Source: an optimization exercise on an open RTL-to-GDS flow (aim: a short achievable clock period and few clock cycles). Production flows keep margins and buffers that such runs may drop.
Where RTL was checked, it was by simulation tests only, not by an equivalence proof against the original.
No driver is modelled on the clock port, so clocking that relies on it looks cheaper here than on a real chip.
Power and IR drop assume default switching activity.

## north
## axiToAhbBridge
module axiToAhbBridge (
    input  wire                                 ACLK,
    input  wire                                 rst,
    input  wire                                 awValid,
    output logic                                awReady,
    input  wire [axiAhbPkg::IdWidth-1:0]        awId,
    input  wire [axiAhbPkg::AddrWidth-1:0]      awAddr,
    input  wire [axiAhbPkg::BeatIdxWidth-1:0]   awLen,
    input  wire axiAhbPkg::axiSize_e            awSize,
    input  wire                                 wValid,
    output logic                                wReady,
    input  wire [axiAhbPkg::DataWidth-1:0]      wData,
    input  wire                                 wLast,
    output logic                                bValid,
    input  wire                                 bReady,
    output logic [axiAhbPkg::IdWidth-1:0]       bId,
    output axiAhbPkg::axiResp_e                 bResp,
    input  wire                                 arValid,
    output logic                                arReady,
    input  wire [axiAhbPkg::IdWidth-1:0]        arId,
    input  wire [axiAhbPkg::AddrWidth-1:0]      arAddr,
    input  wire [axiAhbPkg::BeatIdxWidth-1:0]   arLen,
    input  wire axiAhbPkg::axiSize_e            arSize,
    output logic                                rValid,
    input  wire                                 rReady,
    output logic [axiAhbPkg::IdWidth-1:0]       rId,
    output logic [axiAhbPkg::DataWidth-1:0]     rData,
    output axiAhbPkg::axiResp_e                 rResp,
    output logic                                rLast,
    output logic [axiAhbPkg::AddrWidth-1:0]     hAddr,
    output logic                                hWrite,
    output logic [2:0]                          hSize,
    output axiAhbPkg::ahbTrans_e                hTrans,
    output logic [axiAhbPkg::DataWidth-1:0]     hWData,
    input  wire [axiAhbPkg::DataWidth-1:0]      hRData,
    input  wire                                 hReady,
    input  wire                                 hResp
);
clock: 5.5 ns
lec_check: 0
abc_clock_period_in_ps: 2000
cap_margin: 20
core_margin: 2
core_utilization: 55
setup_slack_margin: 3.3
slew_margin: 20
run.sh (not shown) runs the stock make flow with config.mk's settings and CLKGATE_MAP_FILE= SYNTH_SCRIPT=/design/flow/synth_recipe.tcl, a recipe that flattens the netlist after the stock synthesis.
[inputs] south vs north
diff --git a/flow/design.v b/flow/design.v
--- a/flow/design.v
+++ b/flow/design.v
@@ -167,35 +167,35 @@
     assign arIdS   = arFullQ ? arIdQ   : arId;
     assign arAddrS = arFullQ ? arAddrQ : arAddr;
     assign arLenS  = arFullQ ? arLenQ  : arLen;
     assign arSizeS = arFullQ ? arSizeQ : arSize;
     logic                 wIn;
     logic                 wAvail;
     logic [DataWidth-1:0] wHead;
     assign wIn    = wValid && !wFullQ;
     assign wAvail = !wEmpty || wIn;
     assign wHead  = wEmpty ? wData : wBuf[wRd];
     logic credOK;
-    assign credOK = rCnt[0] || rCnt[1];
+    assign credOK = rCnt[0];
     logic canUpd;
     logic endB;
     logic wrSel;
     logic startWr;
     logic startRd;
     logic pres;
     logic presWr;
     assign canUpd  = !hTransQ || hReady;
     assign endB    = hTransQ && hLastQ;
     assign wrSel   = awAvail && !wrBusy;
-    assign startWr = canUpd && !bAct && wrSel;
-    assign startRd = canUpd && !bAct && !wrSel && arAvail && !rdBusy;
+    assign startWr = !bAct && wrSel;
+    assign startRd = !bAct && !wrSel && arAvail && !rdBusy;
     always_comb
     begin
         if (bAct)
             pres = !endB && (hWriteI ? wAvail : credOK);
         else if (wrSel)
             pres = awAvail && wAvail;
         else
             pres = arAvail && !rdBusy;
     end
     assign presWr = canUpd && pres && (bAct ? hWriteI : wrSel);
     logic rdDone;
@@ -370,51 +370,47 @@
                 hAddrI  <= awAddrS;
                 curLeft <= awLenS;
                 hLastQ  <= (awLenS == 4'd0);
             end
             else
             begin
                 hAddrI  <= arAddrS;
                 curLeft <= arLenS;
                 hLastQ  <= (arLenS == 4'd0);
             end
         end
-        if (!bAct && wrSel)
+        if (!bAct)
         begin
-            hWriteI <= 1'b1;
-            hSizeI  <= awSizeS;
-            wrId    <= awIdS;
-        end
-        else if (!bAct && arAvail && !rdBusy)
-        begin
-            hWriteI <= 1'b0;
-            hSizeI  <= arSizeS;
-            rdId    <= arIdS;
+            hWriteI <= wrSel;
+            hSizeI  <= wrSel ? awSizeS : arSizeS;
         end
+        if (!wrBusy)
+            wrId <= awIdS;
+        if (!rdBusy)
+            rdId <= arIdS;
         if (hReady)
         begin
             dpWr    <= hWriteI;
             dpLast  <= hLastQ;
         end
         if (startWr)
             errAcc <= 1'b0;
         else if (wrDoneBeat)
             errAcc <= errAcc || hResp;
         if (wrDoneBeat && dpLast && !bValidQ)
             bErrQ <= errAcc || hResp;
         bErrO <= (wrDoneBeat && dpLast) ? (errAcc || hResp) : bErrQ;
         wrIdO <= startWr ? awIdS : wrId;
         rdIdO <= startRd ? arIdS : rdId;
         hTransO <= canUpd ? (pres && !rst) : hTransQ;
-        if (rPush)
-            rBuf[rWr] <= {hRData, hResp, dpLast};
+        rBuf[rWr] <= {hRData, hResp, dpLast};
         if (rLoadNew)
             {rDataI, rErrI, rLastI} <= rNext;
         if (hReady && hTransQ && hWriteI)
             hWDataS <= wdPend;
         hAddrO  <= canUpd ? hAddrN : hAddrI;
         hSizeO  <= canUpd ? hSizeN : hSizeI;
         hWriteO <= canUpd ? hWriteN : hWriteI;
         hWDataO <= hReady ? wdPend : hWDataS;
         {rDataO, rErrO, rLastO} <= rOutFree ? rNext : {rDataI, rErrI, rLastI};
     end
 endmodule
--- outcome ---
- In south, wire length of the first global-routing pass is lower than in north.
- Between north and south, depth of the most critical reg-to-reg path is higher for south, north comes in under that.
- Any difference in fmax between south and north is small enough to ignore.
- Final estimated routing congestion in global placement: south > north
- The highest signal layer in the routed design comes out met5 in one run and met4 in the other, namely in south and north respectively.
- south: synthesized area per cell is about 4.4% lower than what north reported.
- Comparing north with south, the time the final worst path needs with I/O delays and setup came out essentially unchanged.
- Any difference in worst setup slack after layout between north and south is small enough to ignore.
- The run with more routed wire is north, not south.
Function was not checked in any run of this note: the RTL went through the layout flow alone.

Another version of the RTL of axiToAhbBridge (not shown whole).
For scale: about 1400 cells after synthesis, ~580 flip-flops, ~280 I/O pins, roughly 0.022 mm² of cells after synthesis.
clock: 5.5 ns
lec_check: 0
abc_clock_period_in_ps: 2000
cap_margin: 20
core_margin: 2
core_utilization: 55
setup_slack_margin: 3.3
slew_margin: 20
standard.sh (not shown) runs the stock make flow with config.mk's settings and CLKGATE_MAP_FILE= SYNTH_SCRIPT=/design/flow/synth_recipe.tcl, a recipe that flattens the netlist after the stock synthesis.
==> flow/flow/run.sh <==
#!/bin/bash
# The standard layout, except that
#  - the port buffers are buf_4 cells (buffer_ports' default here is a delay
#    buffer, clkdlybuf4s50_1), and
#  - after clock tree synthesis the clock port drives the tree's first-level
#    buffers directly and timing is repaired again (see post_cts.tcl).
set -euo pipefail
cd "$(dirname "$0")/.."
export POST_CTS_TCL="$PWD/flow/post_cts.tcl"
export BUFFER_PORTS_ARGS="-buffer_cell sky130_fd_sc_hd__buf_4"
bash standard.sh finish > flow_make.log 2>&1
==> flow/flow/post_cts.tcl <==
set block [ord::get_db_block]
set clkNet [$block findNet ACLK]
set rootInst ""
set nIn 0
foreach it [$clkNet getITerms] {
  if {[$it isInputSignal]} { set rootInst [$it getInst]; incr nIn }
}
if {$nIn != 1} {
  puts "post_cts: the clock port feeds $nIn cell pins; tree left as it is"
  return
}
set rootOutNet ""
foreach it [$rootInst getITerms] {
  if {[$it isOutputSignal]} { set rootOutNet [$it getNet] }
}
set loads {}
foreach it [$rootOutNet getITerms] {
  if {[$it isInputSignal]} { lappend loads $it }
}
if {[llength $loads] > 4 || [llength [$rootOutNet getBTerms]] > 0} {
  puts "post_cts: root [$rootInst getName] drives [llength $loads] pins; tree left as it is"
  return
}
puts "post_cts: removing root buffer [$rootInst getName]; the clock port now drives [llength $loads] buffers"
foreach it $loads {
  $it disconnect
  $it connect $clkNet
}
foreach it [$rootInst getITerms] {
  if {[$it getNet] ne "NULL"} { $it disconnect }
}
odb::dbInst_destroy $rootInst
odb::dbNet_destroy $rootOutNet

# Repair timing again for the shorter clock paths, as the cts step does after
# clock tree synthesis, and legalize the placement.
estimate_parasitics -placement
report_clock_skew
repair_timing_helper
detailed_placement
check_placement -verbose
estimate_parasitics -placement
report_clock_skew
report_worst_slack -max
Next try:
--- a/flow/design.v
+++ b/flow/design.v
@@ -395,18 +395,18 @@
         end
         if (startWr)
             errAcc <= 1'b0;
         else if (wrDoneBeat)
             errAcc <= errAcc || hResp;
         if (wrDoneBeat && dpLast && !bValidQ)
             bErrQ <= errAcc || hResp;
         bErrO <= (wrDoneBeat && dpLast) ? (errAcc || hResp) : bErrQ;
-        wrIdO <= startWr ? awIdS : wrId;
-        rdIdO <= startRd ? arIdS : rdId;
+        wrIdO <= (!wrBusy && !bAct) ? awIdS : wrId;
+        rdIdO <= (!rdBusy && !bAct) ? arIdS : rdId;
         hTransO <= canUpd ? (pres && !rst) : hTransQ;
         rBuf[rWr] <= {hRData, hResp, dpLast};
         if (rLoadNew)
             {rDataI, rErrI, rLastI} <= rNext;
         if (hReady && hTransQ && hWriteI)
             hWDataS <= wdPend;
         hAddrO  <= hAddrN;
         hSizeO  <= hSizeN;
Result: The changed run completed with no timing, DRC or antenna violations. Combinational power barely changes. Sequential power is about the same. Via count is about the same. Total power stays flat. Final area drops by about 0.75%. Worst setup slack improves by 0.077 ns. Utilization decreases by 0.19 points. Fmax goes up by 3.6%. Clock-buffer cell count shrinks by 13. Die area drops by 0.90%. Register-to-register slack improved by 0.05 ns. Wire length went up by 2.7%. Synthesized area is lower by 0.92%. First-iteration DRC count rose by 11%.
Testbench counts after the change, summed over its fixed seeds: cycles 21,232.
For the first run of this note, only the layout was checked, not whether the RTL still works.

Another version of the RTL of axiToAhbBridge (not shown whole).
Size: roughly 1000 cells after synthesis, roughly 280 I/O pins, ~18000 um^2 of cells after synthesis.
// axiToAhbBridge
module axiToAhbBridge (
    input  wire                                 ACLK,
    input  wire                                 rst,
    input  wire                                 awValid,
    output logic                                awReady,
    input  wire [axiAhbPkg::IdWidth-1:0]        awId,
    input  wire [axiAhbPkg::AddrWidth-1:0]      awAddr,
    input  wire [axiAhbPkg::BeatIdxWidth-1:0]   awLen,
    input  wire axiAhbPkg::axiSize_e            awSize,
    input  wire                                 wValid,
    output logic                                wReady,
    input  wire [axiAhbPkg::DataWidth-1:0]      wData,
    input  wire                                 wLast,
    output logic                                bValid,
    input  wire                                 bReady,
    output logic [axiAhbPkg::IdWidth-1:0]       bId,
    output axiAhbPkg::axiResp_e                 bResp,
    input  wire                                 arValid,
    output logic                                arReady,
    input  wire [axiAhbPkg::IdWidth-1:0]        arId,
    input  wire [axiAhbPkg::AddrWidth-1:0]      arAddr,
    input  wire [axiAhbPkg::BeatIdxWidth-1:0]   arLen,
    input  wire axiAhbPkg::axiSize_e            arSize,
    output logic                                rValid,
    input  wire                                 rReady,
    output logic [axiAhbPkg::IdWidth-1:0]       rId,
    output logic [axiAhbPkg::DataWidth-1:0]     rData,
    output axiAhbPkg::axiResp_e                 rResp,
    output logic                                rLast,
    output logic [axiAhbPkg::AddrWidth-1:0]     hAddr,
    output logic                                hWrite,
    output logic [2:0]                          hSize,
  ...
==> flow/config.mk <==
export PLATFORM = sky130hd
export DESIGN_NAME = axiToAhbBridge
export DESIGN_NICKNAME = axiToAhbBridge
export VERILOG_FILES = /design/flow/design.v
export SDC_FILE = /design/flow/constraint.sdc
export NUM_CORES = 4
export LEC_CHECK = 0
export ABC_CLOCK_PERIOD_IN_PS = 2000
export CAP_MARGIN = 20
export CORE_MARGIN = 2
export CORE_UTILIZATION = 40
export SETUP_SLACK_MARGIN = 3.3
export SLEW_MARGIN = 20
==> flow/constraint.sdc <==
create_clock -name core_clock -period 5.5 [get_ports {ACLK}]
set_input_delay 1.1000 -clock core_clock [delete_from_list [all_inputs] [get_ports {ACLK}]]
set_output_delay 1.1000 -clock core_clock [all_outputs]
set_load 0.01 [all_outputs]
run.sh (not shown) runs the stock make flow with config.mk's settings and CLKGATE_MAP_FILE= SYNTH_SCRIPT=/design/flow/synth_recipe.tcl, a recipe that flattens the netlist after the stock synthesis.
Stock flow here: none of the scripts above is used.
Change:
--- a/flow/design.v
+++ b/flow/design.v
@@ -117,28 +117,28 @@
     logic [2:0]           rWr;
     logic [2:0]           rRd;
     assign awReady = awReadyQ;
     assign arReady = arReadyQ;
     assign wReady  = wReadyQ;
     assign hTrans  = hTransQ ? NONSEQ : IDLE;
     assign hWrite  = hWriteQ;
     assign hAddr   = hAddrQ;
     assign hSize   = hSizeQ;
     assign hWData  = hWDataQ;
-    assign bValid  = bValidQ;
+    assign bValid  = bValidQ || (wrDoneBeat && dpLast);
     assign bId     = wrId;
-    assign bResp   = bErrQ ? SLVERR : OKAY;
-    assign rValid  = rValidQ;
+    assign bResp   = (bValidQ ? bErrQ : (errAcc || hResp)) ? SLVERR : OKAY;
+    assign rValid  = rValidQ || rdDone;
     assign rId     = rdId;
-    assign rData   = rDataQ;
-    assign rResp   = rErrQ ? SLVERR : OKAY;
-    assign rLast   = rLastQ;
+    assign rData   = rValidQ ? rDataQ : hRData;
+    assign rResp   = (rValidQ ? rErrQ : hResp) ? SLVERR : OKAY;
+    assign rLast   = rValidQ ? rLastQ : dpLast;
     logic                 awAvail;
     logic [IdWidth-1:0]   awIdS;
     logic [AddrWidth-1:0] awAddrS;
     logic [3:0]           awLenS;
     logic [2:0]           awSizeS;
     logic                 arAvail;
     logic [IdWidth-1:0]   arIdS;
     logic [AddrWidth-1:0] arAddrS;
     logic [3:0]           arLenS;
     logic [2:0]           arSizeS;
@@ -176,28 +176,28 @@
     assign canUpd  = !hTransQ || hReady;
     assign wrSel   = awAvail && !wrBusy;
     assign contNow = canUpd && curAct && (hWriteQ ? wAvail : credOK);
     assign startWr = canUpd && !curAct && wrSel && wAvail;
     assign startRd = canUpd && !curAct && !wrSel && arAvail && !rdBusy;
     assign presWr  = (contNow && hWriteQ) || startWr;
     logic rdDone;
     logic wrDoneBeat;
     assign rdDone     = dpAct && !dpWr && hReady;
     assign wrDoneBeat = dpAct && dpWr && hReady;
-    logic rOutFree;
     logic rEmpty;
     logic rPop;
     logic rPush;
-    assign rOutFree = !rValidQ || rReady;
-    assign rEmpty   = (rWr == rRd);
-    assign rPop     = rOutFree && !rEmpty;
-    assign rPush    = rdDone && !(rOutFree && rEmpty);
+    logic rLoad;
+    assign rEmpty = (rWr == rRd);
+    assign rPop   = rValidQ && rReady && !rEmpty;
+    assign rPush  = rdDone && rValidQ && !(rReady && rEmpty);
+    assign rLoad  = rValidQ ? rReady : !rReady;
     logic [11:0] addrInc;
     assign addrInc = hAddrQ[11:0] + (12'd1 << hSizeQ);
     logic [1:0] wCntN;
     assign wCntN = (wWr + {1'b0, wIn}) - (wRd + {1'b0, presWr});
     always_ff @(posedge ACLK)
     begin
         if (rst)
         begin
             awReadyQ <= 1'b1;
             arReadyQ <= 1'b1;
@@ -229,32 +229,31 @@
                 if (curAct)
                     curAct <= !(contNow && (curLeft == 4'd1));
                 else
                     curAct <= wrSel ? (startWr && (awLenS != 4'd0))
                                     : (startRd && (arLenS != 4'd0));
             end
             if (hReady)
                 dpAct <= hTransQ;
             if (startWr)
                 wrBusy <= 1'b1;
-            else if (bValidQ && bReady)
+            else if (bValid && bReady)
                 wrBusy <= 1'b0;
-            if (wrDoneBeat && dpLast)
-                bValidQ <= 1'b1;
-            else if (bReady)
-                bValidQ <= 1'b0;
+            bValidQ <= bValid && !bReady;
             if (startRd)
                 rdBusy <= 1'b1;
-            else if (rValidQ && rReady && rLastQ)
+            else if (rValid && rReady && rLast)
                 rdBusy <= 1'b0;
-            if (rOutFree)
-                rValidQ <= !rEmpty || rdDone;
+            if (rValidQ)
+                rValidQ <= !rReady || !rEmpty || rdDone;
+            else
+                rValidQ <= rdDone && !rReady;
             if (rPop)
                 rRd <= rRd + 3'd1;
             if (rPush)
                 rWr <= rWr + 3'd1;
         end
     end
     always_ff @(posedge ACLK)
     begin
         if (awReadyQ)
         begin
@@ -308,24 +307,24 @@
         if (hReady)
         begin
             dpWr    <= hWriteQ;
             dpLast  <= hLastQ;
             hWDataQ <= wdPend;
         end
         if (startWr)
             errAcc <= 1'b0;
         else if (wrDoneBeat)
             errAcc <= errAcc || hResp;
-        if (wrDoneBeat && dpLast)
+        if (!bValidQ)
             bErrQ <= errAcc || hResp;
         if (rPush)
             rBuf[rWr[1:0]] <= {hRData, hResp, dpLast};
-        if (rOutFree)
+        if (rLoad)
         begin
             if (rEmpty)
                 {rDataQ, rErrQ, rLastQ} <= {hRData, hResp, dpLast};
             else
                 {rDataQ, rErrQ, rLastQ} <= rBuf[rRd[1:0]];
         end
     end
 endmodule
 `default_nettype wire
=> Worst hold slack stays flat. Maximum frequency barely changes. Cell count rises by a few percent. Non-clock buffer count rises by 12. Total power went down by a few percent.
No run of this note included a check of the RTL's function; only the layout flow was run.

==> re-timing with driven ports <==
The flow's constraints put no driver on any port. The routed layouts listed below were extracted and timed again, unchanged, in two steps.
Step 1 assumes that a clkbuf_16 drives the clock port and a buf_2 every other input.
Step 2 adds t to the input delays and takes it off the output delays; t is the mean of the earliest and latest rising clock arrival at the registers after step 1. Input paths then give back, and output paths get back, about the clock's delay inside the block.
Three values: no drivers, after step 1, after step 2; two values: the first two.
run	shift t [ns]	setup WS [ns]	worst setup path after step 2	pins driven straight from the clock port
north	0.640	3.315 / 3.261 / 2.621	input to register	1
south	0.655	3.316 / 3.261 / 2.651	input to register	1
the first run of note 2	0.518	3.311 / 3.360 / 2.842	input to register	4
the second run of note 2	0.510	3.388 / 3.403 / 2.929	input to register	4
the first run of note 3	0.629	2.489 / 2.489 / 2.396	input to register	1
the second run of note 3	0.622	2.484 / 2.484 / 2.339	input to register	1
After both steps every run listed still meets setup and hold. For north, which loses most, drivers alone change the setup slack by -0.054 ns; drivers and shift together by -0.694 ns.
